This is an optimization exercise on Yosys and OpenROAD, whose aim is small area, a short achievable clock period and few clock cycles, not a production implementation.
In this exercise RTL edits were held to simulation tests only and were not proved equivalent to the original.
Power figures rest on the tool's default switching activity, not on a simulated workload.

[run.sh]
#!/bin/bash
# synth_recipe.tcl (not shown) runs the flow's synth.tcl, then flattens the netlist and writes it again
# the make line also repeats each setting of config.mk as NAME=value (left out here)
make -C /OpenROAD-flow-scripts/flow DESIGN_CONFIG=/design/flow/config.mk WORK_HOME=/design/flow/orfs CLKGATE_MAP_FILE= SYNTH_SCRIPT=/design/flow/synth_recipe.tcl finish
[config.mk]
export PLATFORM = sky130hd
export DESIGN_NAME = circular_list_deque_unit
export DESIGN_NICKNAME = circular_list_deque_unit
export VERILOG_FILES = /design/flow/design.v
export SDC_FILE = /design/flow/constraint.sdc
export NUM_CORES = 4
export LEC_CHECK = 0
export CAP_MARGIN = 20
export CORE_MARGIN = 2
export CORE_UTILIZATION = 40
export SLEW_MARGIN = 20
[constraint.sdc]
create_clock -name core_clock -period 4.5 [get_ports {clk}]
set_input_delay 0.9000 -clock core_clock [delete_from_list [all_inputs] [get_ports {clk}]]
set_output_delay 0.9000 -clock core_clock [all_outputs]
set_load 0.01 [all_outputs]
[design.v]
package cdq_pkg;
    localparam int WORD_W   = 32;
    localparam int KIND_W   = 3;
    localparam int STATUS_W = 2;
    localparam logic [KIND_W-1:0] KIND_PUSH_FRONT = 3'd0;
    localparam logic [KIND_W-1:0] KIND_PUSH_BACK  = 3'd1;
    localparam logic [KIND_W-1:0] KIND_POP_FRONT  = 3'd2;
    localparam logic [KIND_W-1:0] KIND_POP_BACK   = 3'd3;
    localparam logic [KIND_W-1:0] KIND_READ_ALL   = 3'd4;
    localparam logic [STATUS_W-1:0] STATUS_OK    = 2'd0;
    localparam logic [STATUS_W-1:0] STATUS_EMPTY = 2'd1;
    localparam logic [STATUS_W-1:0] STATUS_FULL  = 2'd2;
    typedef enum logic [2:0] {
        OP_PUSH_FRONT,
        OP_PUSH_BACK,
        OP_POP_FRONT,
        OP_POP_BACK,
        OP_READ_ALL
    } op_t;
    typedef struct packed {
        op_t                      op;
        logic signed [WORD_W-1:0] value;
    } cmd_t;
    typedef struct packed {
        logic full;
        logic empty;
    } q_status_t;
    typedef enum logic [1:0] {
        ST_IDLE,
        ST_READ,
        ST_DUMP
    } state_t;
endpackage
module cdq_front (
    input  logic                                    req_valid,
    output logic                                    req_stall,
    input  logic [cdq_pkg::KIND_W-1:0]              kind,
    input  logic signed [cdq_pkg::WORD_W-1:0]       value,
    input  cdq_pkg::q_status_t                      q_status,
    output logic                                    push,
    output cdq_pkg::cmd_t                           push_cmd
);
    logic kind_ok;
    always_comb
    begin
        kind_ok = (kind <= cdq_pkg::KIND_READ_ALL);
        push_cmd.value = value;
        case (kind)
            cdq_pkg::KIND_PUSH_FRONT: push_cmd.op = cdq_pkg::OP_PUSH_FRONT;
            cdq_pkg::KIND_PUSH_BACK:  push_cmd.op = cdq_pkg::OP_PUSH_BACK;
            cdq_pkg::KIND_POP_FRONT:  push_cmd.op = cdq_pkg::OP_POP_FRONT;
            cdq_pkg::KIND_POP_BACK:   push_cmd.op = cdq_pkg::OP_POP_BACK;
            default:         push_cmd.op = cdq_pkg::OP_READ_ALL;
        endcase
    end
    assign req_stall = q_status.full;
    assign push      = req_valid && !q_status.full && kind_ok;
endmodule
module cdq_queue (
    input  logic               clk,
    input  logic               rst_n,
    input  logic               push,
    input  cdq_pkg::cmd_t      push_cmd,
    input  logic               pop,
    output cdq_pkg::cmd_t      pop_cmd,
    output cdq_pkg::q_status_t q_status
);
    logic [cdq_pkg::WORD_W+2:0] entry_reg [0:1];
    logic       wr_ptr_reg, wr_ptr_next;
    logic       rd_ptr_reg, rd_ptr_next;
    logic [1:0] fill_reg, fill_next;
    always_comb
    begin
        wr_ptr_next = wr_ptr_reg;
        rd_ptr_next = rd_ptr_reg;
        fill_next   = fill_reg;
        if (push)
        begin
            wr_ptr_next = ~wr_ptr_reg;
        end
        if (pop)
        begin
            rd_ptr_next = ~rd_ptr_reg;
        end
        if (push && !pop)
        begin
            fill_next = fill_reg + 2'd1;
        end
        else if (pop && !push)
        begin
            fill_next = fill_reg - 2'd1;
        end
    end
    always_ff @(posedge clk or negedge rst_n)
    begin
        if (!rst_n)
        begin
            wr_ptr_reg <= 1'b0;
            rd_ptr_reg <= 1'b0;
            fill_reg   <= 2'd0;
        end
        else
        begin
            wr_ptr_reg <= wr_ptr_next;
            rd_ptr_reg <= rd_ptr_next;
            fill_reg   <= fill_next;
        end
    end
    always_ff @(posedge clk)
    begin
        if (push)
        begin
            entry_reg[wr_ptr_reg] <= push_cmd;
        end
    end
    assign pop_cmd        = entry_reg[rd_ptr_reg];
    assign q_status.full  = fill_reg[1];
    assign q_status.empty = (fill_reg == 2'd0);
endmodule
module cdq_back #(
    parameter int CAPACITY = 32
) (
    input  logic                                    clk,
    input  logic                                    rst_n,
    input  cdq_pkg::q_status_t                      q_status,
    input  cdq_pkg::cmd_t                           pop_cmd,
    output logic                                    pop,
    output logic                                    rsp_valid,
    input  logic                                    rsp_stall,
    output logic signed [cdq_pkg::WORD_W-1:0]       item,
    output logic [cdq_pkg::STATUS_W-1:0]            status,
    output logic                                    last
);
    localparam int PW = $clog2(CAPACITY);
    localparam int CW = $clog2(CAPACITY + 1);
    localparam logic [PW-1:0] TOP_SLOT  = PW'(CAPACITY - 1);
    localparam logic [CW-1:0] CAP_COUNT = CW'(CAPACITY);
    localparam logic [PW:0]   CAP_WIDE  = (PW + 1)'(CAPACITY);
    logic signed [cdq_pkg::WORD_W-1:0] mem [0:CAPACITY-1];
    cdq_pkg::state_t                 state_reg, state_next;
    logic [PW-1:0]            front_reg, front_next;
    logic [CW-1:0]            count_reg, count_next;
    logic [PW-1:0]            rd_ptr_reg, rd_ptr_next;
    logic [CW-1:0]            remain_reg, remain_next;
    logic                     rsp_valid_reg, rsp_valid_next;
    logic signed [cdq_pkg::WORD_W-1:0] item_reg, item_next;
    logic [cdq_pkg::STATUS_W-1:0]      status_reg, status_next;
    logic                     last_reg, last_next;
    logic signed [cdq_pkg::WORD_W-1:0] rd_data_reg;
    logic                     out_free;
    logic                     mem_we;
    logic [PW-1:0]            wr_addr;
    logic                     rd_en;
    logic [PW-1:0]            rd_addr;
    function automatic logic [PW-1:0] slot(input logic [PW-1:0] base,
                                           input logic [CW-1:0] offset);
        logic [PW:0] sum;
        sum = {1'b0, base} + {1'b0, offset[PW-1:0]};
        if (sum >= CAP_WIDE)
        begin
            sum = sum - CAP_WIDE;
        end
        slot = sum[PW-1:0];
    endfunction
    function automatic logic [PW-1:0] next_slot(input logic [PW-1:0] p);
        next_slot = (p == TOP_SLOT) ? '0 : p + PW'(1);
    endfunction
    assign out_free = !rsp_valid_reg || !rsp_stall;
    always_comb
    begin
        state_next = state_reg;
        case (state_reg)
            cdq_pkg::ST_IDLE:
            begin
                if (!q_status.empty && out_free)
                begin
                    if ((pop_cmd.op == cdq_pkg::OP_POP_FRONT || pop_cmd.op == cdq_pkg::OP_POP_BACK)
                        && count_reg != '0)
                    begin
                        state_next = cdq_pkg::ST_READ;
                    end
                    else if (pop_cmd.op == cdq_pkg::OP_READ_ALL && count_reg != '0)
                    begin
                        state_next = cdq_pkg::ST_DUMP;
                    end
                end
            end
            cdq_pkg::ST_READ:
            begin
                if (out_free)
                begin
                    state_next = cdq_pkg::ST_IDLE;
                end
            end
            cdq_pkg::ST_DUMP:
            begin
                if (out_free && remain_reg == CW'(1))
                begin
                    state_next = cdq_pkg::ST_IDLE;
                end
            end
            default: state_next = cdq_pkg::ST_IDLE;
        endcase
    end
    always_comb
    begin
        front_next     = front_reg;
        count_next     = count_reg;
        rd_ptr_next    = rd_ptr_reg;
        remain_next    = remain_reg;
        rsp_valid_next = rsp_valid_reg && rsp_stall;
        item_next      = item_reg;
        status_next    = status_reg;
        last_next      = last_reg;
        pop            = 1'b0;
        mem_we         = 1'b0;
        wr_addr        = front_reg;
        rd_en          = 1'b0;
        rd_addr        = front_reg;
        case (state_reg)
            cdq_pkg::ST_IDLE:
            begin
                if (!q_status.empty && out_free)
                begin
                    pop = 1'b1;
                    case (pop_cmd.op)
                        cdq_pkg::OP_PUSH_FRONT, cdq_pkg::OP_PUSH_BACK:
                        begin
                            rsp_valid_next = 1'b1;
                            item_next      = '0;
                            last_next      = 1'b1;
                            if (count_reg == CAP_COUNT)
                            begin
                                status_next = cdq_pkg::STATUS_FULL;
                            end
                            else
                            begin
                                status_next = cdq_pkg::STATUS_OK;
                                mem_we      = 1'b1;
                                count_next  = count_reg + CW'(1);
                                if (pop_cmd.op == cdq_pkg::OP_PUSH_FRONT)
                                begin
                                    front_next = (front_reg == '0) ? TOP_SLOT
                                                                   : front_reg - PW'(1);
                                    wr_addr    = front_next;
                                end
                                else
                                begin
                                    wr_addr = slot(front_reg, count_reg);
                                end
                            end
                        end
                        cdq_pkg::OP_POP_FRONT, cdq_pkg::OP_POP_BACK:
                        begin
                            if (count_reg == '0)
                            begin
                                rsp_valid_next = 1'b1;
                                item_next      = '0;
                                status_next    = cdq_pkg::STATUS_EMPTY;
                                last_next      = 1'b1;
                            end
                            else
                            begin
                                rd_en      = 1'b1;
                                count_next = count_reg - CW'(1);
                                if (pop_cmd.op == cdq_pkg::OP_POP_FRONT)
                                begin
                                    rd_addr    = front_reg;
                                    front_next = next_slot(front_reg);
                                end
                                else
                                begin
                                    rd_addr = slot(front_reg, count_reg - CW'(1));
                                end
                            end
                        end
                        default:
                        begin
                            if (count_reg == '0)
                            begin
                                rsp_valid_next = 1'b1;
                                item_next      = '0;
                                status_next    = cdq_pkg::STATUS_EMPTY;
                                last_next      = 1'b1;
                            end
                            else
                            begin
                                rd_en       = 1'b1;
                                rd_addr     = front_reg;
                                rd_ptr_next = next_slot(front_reg);
                                remain_next = count_reg;
                            end
                        end
                    endcase
                end
            end
            cdq_pkg::ST_READ:
            begin
                if (out_free)
                begin
                    rsp_valid_next = 1'b1;
                    item_next      = rd_data_reg;
                    status_next    = cdq_pkg::STATUS_OK;
                    last_next      = 1'b1;
                end
            end
            cdq_pkg::ST_DUMP:
            begin
                if (out_free)
                begin
                    rsp_valid_next = 1'b1;
                    item_next      = rd_data_reg;
                    status_next    = cdq_pkg::STATUS_OK;
                    last_next      = (remain_reg == CW'(1));
                    if (remain_reg != CW'(1))
                    begin
                        rd_en       = 1'b1;
                        rd_addr     = rd_ptr_reg;
                        rd_ptr_next = next_slot(rd_ptr_reg);
                        remain_next = remain_reg - CW'(1);
                    end
                end
            end
            default:
            begin
                rsp_valid_next = 1'b0;
            end
        endcase
    end
    always_ff @(posedge clk or negedge rst_n)
    begin
        if (!rst_n)
        begin
            state_reg     <= cdq_pkg::ST_IDLE;
            front_reg     <= '0;
            count_reg     <= '0;
            rd_ptr_reg    <= '0;
            remain_reg    <= '0;
            rsp_valid_reg <= 1'b0;
        end
        else
        begin
            state_reg     <= state_next;
            front_reg     <= front_next;
            count_reg     <= count_next;
            rd_ptr_reg    <= rd_ptr_next;
            remain_reg    <= remain_next;
            rsp_valid_reg <= rsp_valid_next;
        end
    end
    always_ff @(posedge clk)
    begin
        item_reg   <= item_next;
        status_reg <= status_next;
        last_reg   <= last_next;
    end
    always_ff @(posedge clk)
    begin
        if (mem_we)
        begin
            mem[wr_addr] <= pop_cmd.value;
        end
    end
    always_ff @(posedge clk)
    begin
        if (rd_en)
        begin
            rd_data_reg <= mem[rd_addr];
        end
    end
    assign rsp_valid = rsp_valid_reg;
    assign item      = item_reg;
    assign status    = status_reg;
    assign last      = last_reg;
endmodule
module circular_list_deque_unit #(
    parameter int CAPACITY = 32
) (
    input  logic                                    clk,
    input  logic                                    rst_n,
    input  logic                                    req_valid,
    output logic                                    req_stall,
    input  logic [cdq_pkg::KIND_W-1:0]              kind,
    input  logic signed [cdq_pkg::WORD_W-1:0]       value,
    output logic                                    rsp_valid,
    input  logic                                    rsp_stall,
    output logic signed [cdq_pkg::WORD_W-1:0]       item,
    output logic [cdq_pkg::STATUS_W-1:0]            status,
    output logic                                    last
);
    cdq_pkg::q_status_t q_status;
    logic      push;
    cdq_pkg::cmd_t push_cmd;
    logic      pop;
    cdq_pkg::cmd_t pop_cmd;
    cdq_front u_front (
        .req_valid (req_valid),
        .req_stall (req_stall),
        .kind      (kind),
        .value     (value),
        .q_status  (q_status),
        .push      (push),
        .push_cmd  (push_cmd)
    );
    cdq_queue u_queue (
        .clk      (clk),
        .rst_n    (rst_n),
        .push     (push),
        .push_cmd (push_cmd),
        .pop      (pop),
        .pop_cmd  (pop_cmd),
        .q_status (q_status)
    );
    cdq_back #(
        .CAPACITY (CAPACITY)
    ) u_back (
        .clk       (clk),
        .rst_n     (rst_n),
        .q_status  (q_status),
        .pop_cmd   (pop_cmd),
        .pop       (pop),
        .rsp_valid (rsp_valid),
        .rsp_stall (rsp_stall),
        .item      (item),
        .status    (status),
        .last      (last)
    );
endmodule
==> summary.txt <==
-- stage by stage --
step                      area [um2]  worst slack (ps)  cells  total power, mW
after floorplan                47600              57.7   2974             25.2
after global placement         51600               276   4582             31.4
after detailed placement       51600               301   4582             31.5
after CTS                      55700               485   4810             41.8
after global routing           55700               248   4810             43.4
final                          55700               406   4811             41.7
-- worst max-delay path by stage --
| stage | start | endpoint | slack (ps) | cells after the start |
|---|---|---|---|---|
| floorplan | u_back.count_reg[1] | u_back.mem[16][0] | 60 | 9 |
| CTS | u_back.count_reg[0] | u_back.rd_data_reg[6] | 490 | 12 |
| global route | u_back.count_reg[0] | u_back.mem[6][18] | 250 | 12 |
| finish | u_back.count_reg[0] | u_back.mem[6][18] | 410 | 12 |
| global placement | rsp_stall | u_back.rd_data_reg[2] | 280 | 14 |
| detailed placement | rsp_stall | u_back.rd_data_reg[2] | 300 | 14 |
-- layout make-up --
cell class / instances / area (um2)
Fill cell: 9917 / 62400
Clock inverter: 93 / 1040
Timing Repair Buffer: 255 / 2730
Clock buffer: 135 / 3080
Tap cell: 1536 / 1920
Antenna cell: 1 / 2.50
Sequential cell: 1190 / 35600
Multi-Input combinational cell: 1585 / 11300
Inverter: 16 / 60.1
-- cell families (layout without fill, tap and decap cells) --
family / count (synthesis) / after routing
DFF: 1190 / 1190
muxes: 398 / 398
and+or+nand+nor: 505 / 505
AOI/OAI and AO/OA: 632 / 632
buffers and inverters: 199 / 499
adders and majority gates: 24 / 24
other: 0 / 1
xor gates and xnor gates: 26 / 26
-- power by group --
part	leakage, nW	internal (mW)	switching (mW)
clock	2.02	6.04	4.33
combinational	5.84	6.18	10.3
sequential	10.8	14.2	0.578
-- synth_stat cells (6+ instances only) --
cell type,count
o32ai_1,33
inv_1,15
and2_1,35
nor2_1,71
dfrtp_1,29
buf_6,23
nand4_1,6
nand2b_1,7
nor4_1,29
o22ai_1,68
buf_4,9
mux2i_1,302
a22oi_1,128
nand2_1,300
a22o_1,37
nor3_1,9
clkbuf_1,84
buf_2,49
nand3_1,11
a211oi_1,32
edfxtp_1,1161
xnor2_1,14
mux2_2,96
o21ai_0,18
a21oi_1,284
and3_1,7
ha_1,22
xor2_1,12
buf_1,14
-- routing by layer --
layer  part of all wire [%]  vias to the layer above  routed length, um
li1                       -                    12000                  -
met1                     42                    14000              56500
met2                     48                     1076              64000
met3                    6.7                      202               8970
met4                    2.8                        4               3790
met5                  0.026                        -                 34
==> results.cfg <==
[critical_path]
crit_required_ps = 4850
crit_chain = buf_4 > ha_1 > fa_1 > a21o_1 > a21oi_1 > xnor2_1 > mux2i_1 > nor2_1 > xnor2_1 > nand3_1 > nor2_4 > buf_4
worstReg2RegEnd = u_back.mem[6][18]
crit_fanout = 22
cp-start-kind = flip-flop
r2r-start = u_back.count_reg[0]
cp_top_family = simple AND/OR/NAND/NOR gates
cp.arrival_ps = 4450
crit_path_max_incr_delay_ps = 560
ff2ff_path_depth = 12
cpMaxStageDelayCell = xnor2_1
cp_num_buf_inv = 2
regToRegSetupSlack_ps = 410
worstSetupEndpointType = flip-flop
crit_type = reg2reg

[finish]
syn_to_final_growth_pct = 17.0
layout_common_cells = edfxtp_1 (1161), mux2i_1 (302), nand2_1 (298)
largest_reg_flops = 1024
final_util_pct = 47.2
final_common_cell = edfxtp_1
drive_gt1_share_pct = 16.2
nets = 3232

[synth]
synth.top_cell.area_share_pct = 73.2
synthAdderAreaFrac_pct = 0.662
ys_seq_elements = 1190
syn_nets = 3037
synth_compound_area_share_pct = 8.51
postSynthAreaPerCell_um2 = 16.0
synth_top_family_by_area = multiplexers
synth_edf_count = 1161
synth_top_area_cell = edfxtp_1
syn_inst = 2974
yosysSeqAreaShare_pct = 74.7
synth_area_um2 = 47600
synth-xor-area-share_pct = 0.478
synthSimpleGateAreaFrac_pct = 4.75
synth.mux.area_fraction_pct = 8.62
yosysUniqueCellTypes = 67
yosys_warnings = 3
async_reset_ff_share_pct = 2.44
synthTopCellsByArea = edfxtp_1 (73%), mux2i_1 (6.3%), a21oi_1 (3.0%)
synth_ff_type = edfxtp_1

[clocking]
cts-htree-levels = 3
insertion_delay_ps = 740
post_cts.repair.setup_buffers = 0
cts_buffer_depth = 3
ctsHoldBuffers = 0
cts.sinks = 1190
cts_buffers = 121
cts_resized = 0
clk_pin_slew_ps = 60
cts_tree = yes
cts-root-buf = clkbuf_16

[route]
routed_wl_um = 133000
vias = 27300
vias_per_cell = 5.68
wl_per_cell_um = 27.7
drt.antenna.violating_nets = 0
drcViolationCount = 0
drtIter0Drc = 3159
dr.pass1.iters = 5

[global_route]
grt_max_degree = 65
grt_busiest_layer = met2
grt_usage_pct = 21.6
overflow = 0
grt_util_met2_pct = 35.6
grt_pass1_vias = 26600
met3_usage_pct = 3.08
antenna_found_initial = 5
use_met1_pct = 29.7
grt_first_pass_wirelength_um = 190000

[timing]
hold_viol = 0
period_needed_ps = 4090
worst_pin_slew_ps = 868
fin_skew_ps = 46.5
rsz0062_at_grt = false
slew_violations = 0
worst_hold_slack_ps = 544
relSlewSlack_pct = 42.0
fin_crit_sh_pct = 91.0
fmax_ghz = 0.244
fin_setup_tns_ps = 0
setup_viol = 0

[hold_path]
holdPathStages = 1
min-delay-start = u_back.rd_data_reg[15]
hold_end = u_back.item_reg[15]
hold_path.class = reg2reg

[die]
start_util_pct = 40.3
fp-row-count = 126
die_area_um2 = 122000
io_pins = 76
coreArea_um2 = 118000
fp.dieW_um = 349
die_h_um = 349

[place]
hpwl_um = 77900
routabilityCongestion = 0.809
port_buffers = 75

[run_status]
status = no timing/DRC/antenna violations

[pwr]
power.density_nw_per_um2 = 748
p_leak_nw = 18.7
peakVddDrop_mv = 0.507

[run]
drv_cap = 0
Testbench counts, summed over its fixed seeds: cycles 10,489.

==> static timing again, ports no longer ideal <==
No port has a modelled driver above. Below, the same layout with a new extraction and two added sets of constraints.
Step 1, drivers: a clkbuf_16 drives clk and a buf_2 each remaining input, both assumed.
Step 2 adds t to the input delays and takes it off the output delays; t is the mean of the earliest and latest rising clock arrival at the registers after step 1. Input paths then give back, and output paths get back, about the clock's delay inside the block.
Three values: ideal, step 1, step 2; two values: the first two.
t, ns: 0.788
setup WS [ns]: 0.406 / 0.406 / 0.202
clock arrival spread, ns: 0.046 / 0.046
After both steps this run still meets setup and hold. For this run, drivers alone change the setup slack by 0.000 ns; drivers and shift together by -0.204 ns.
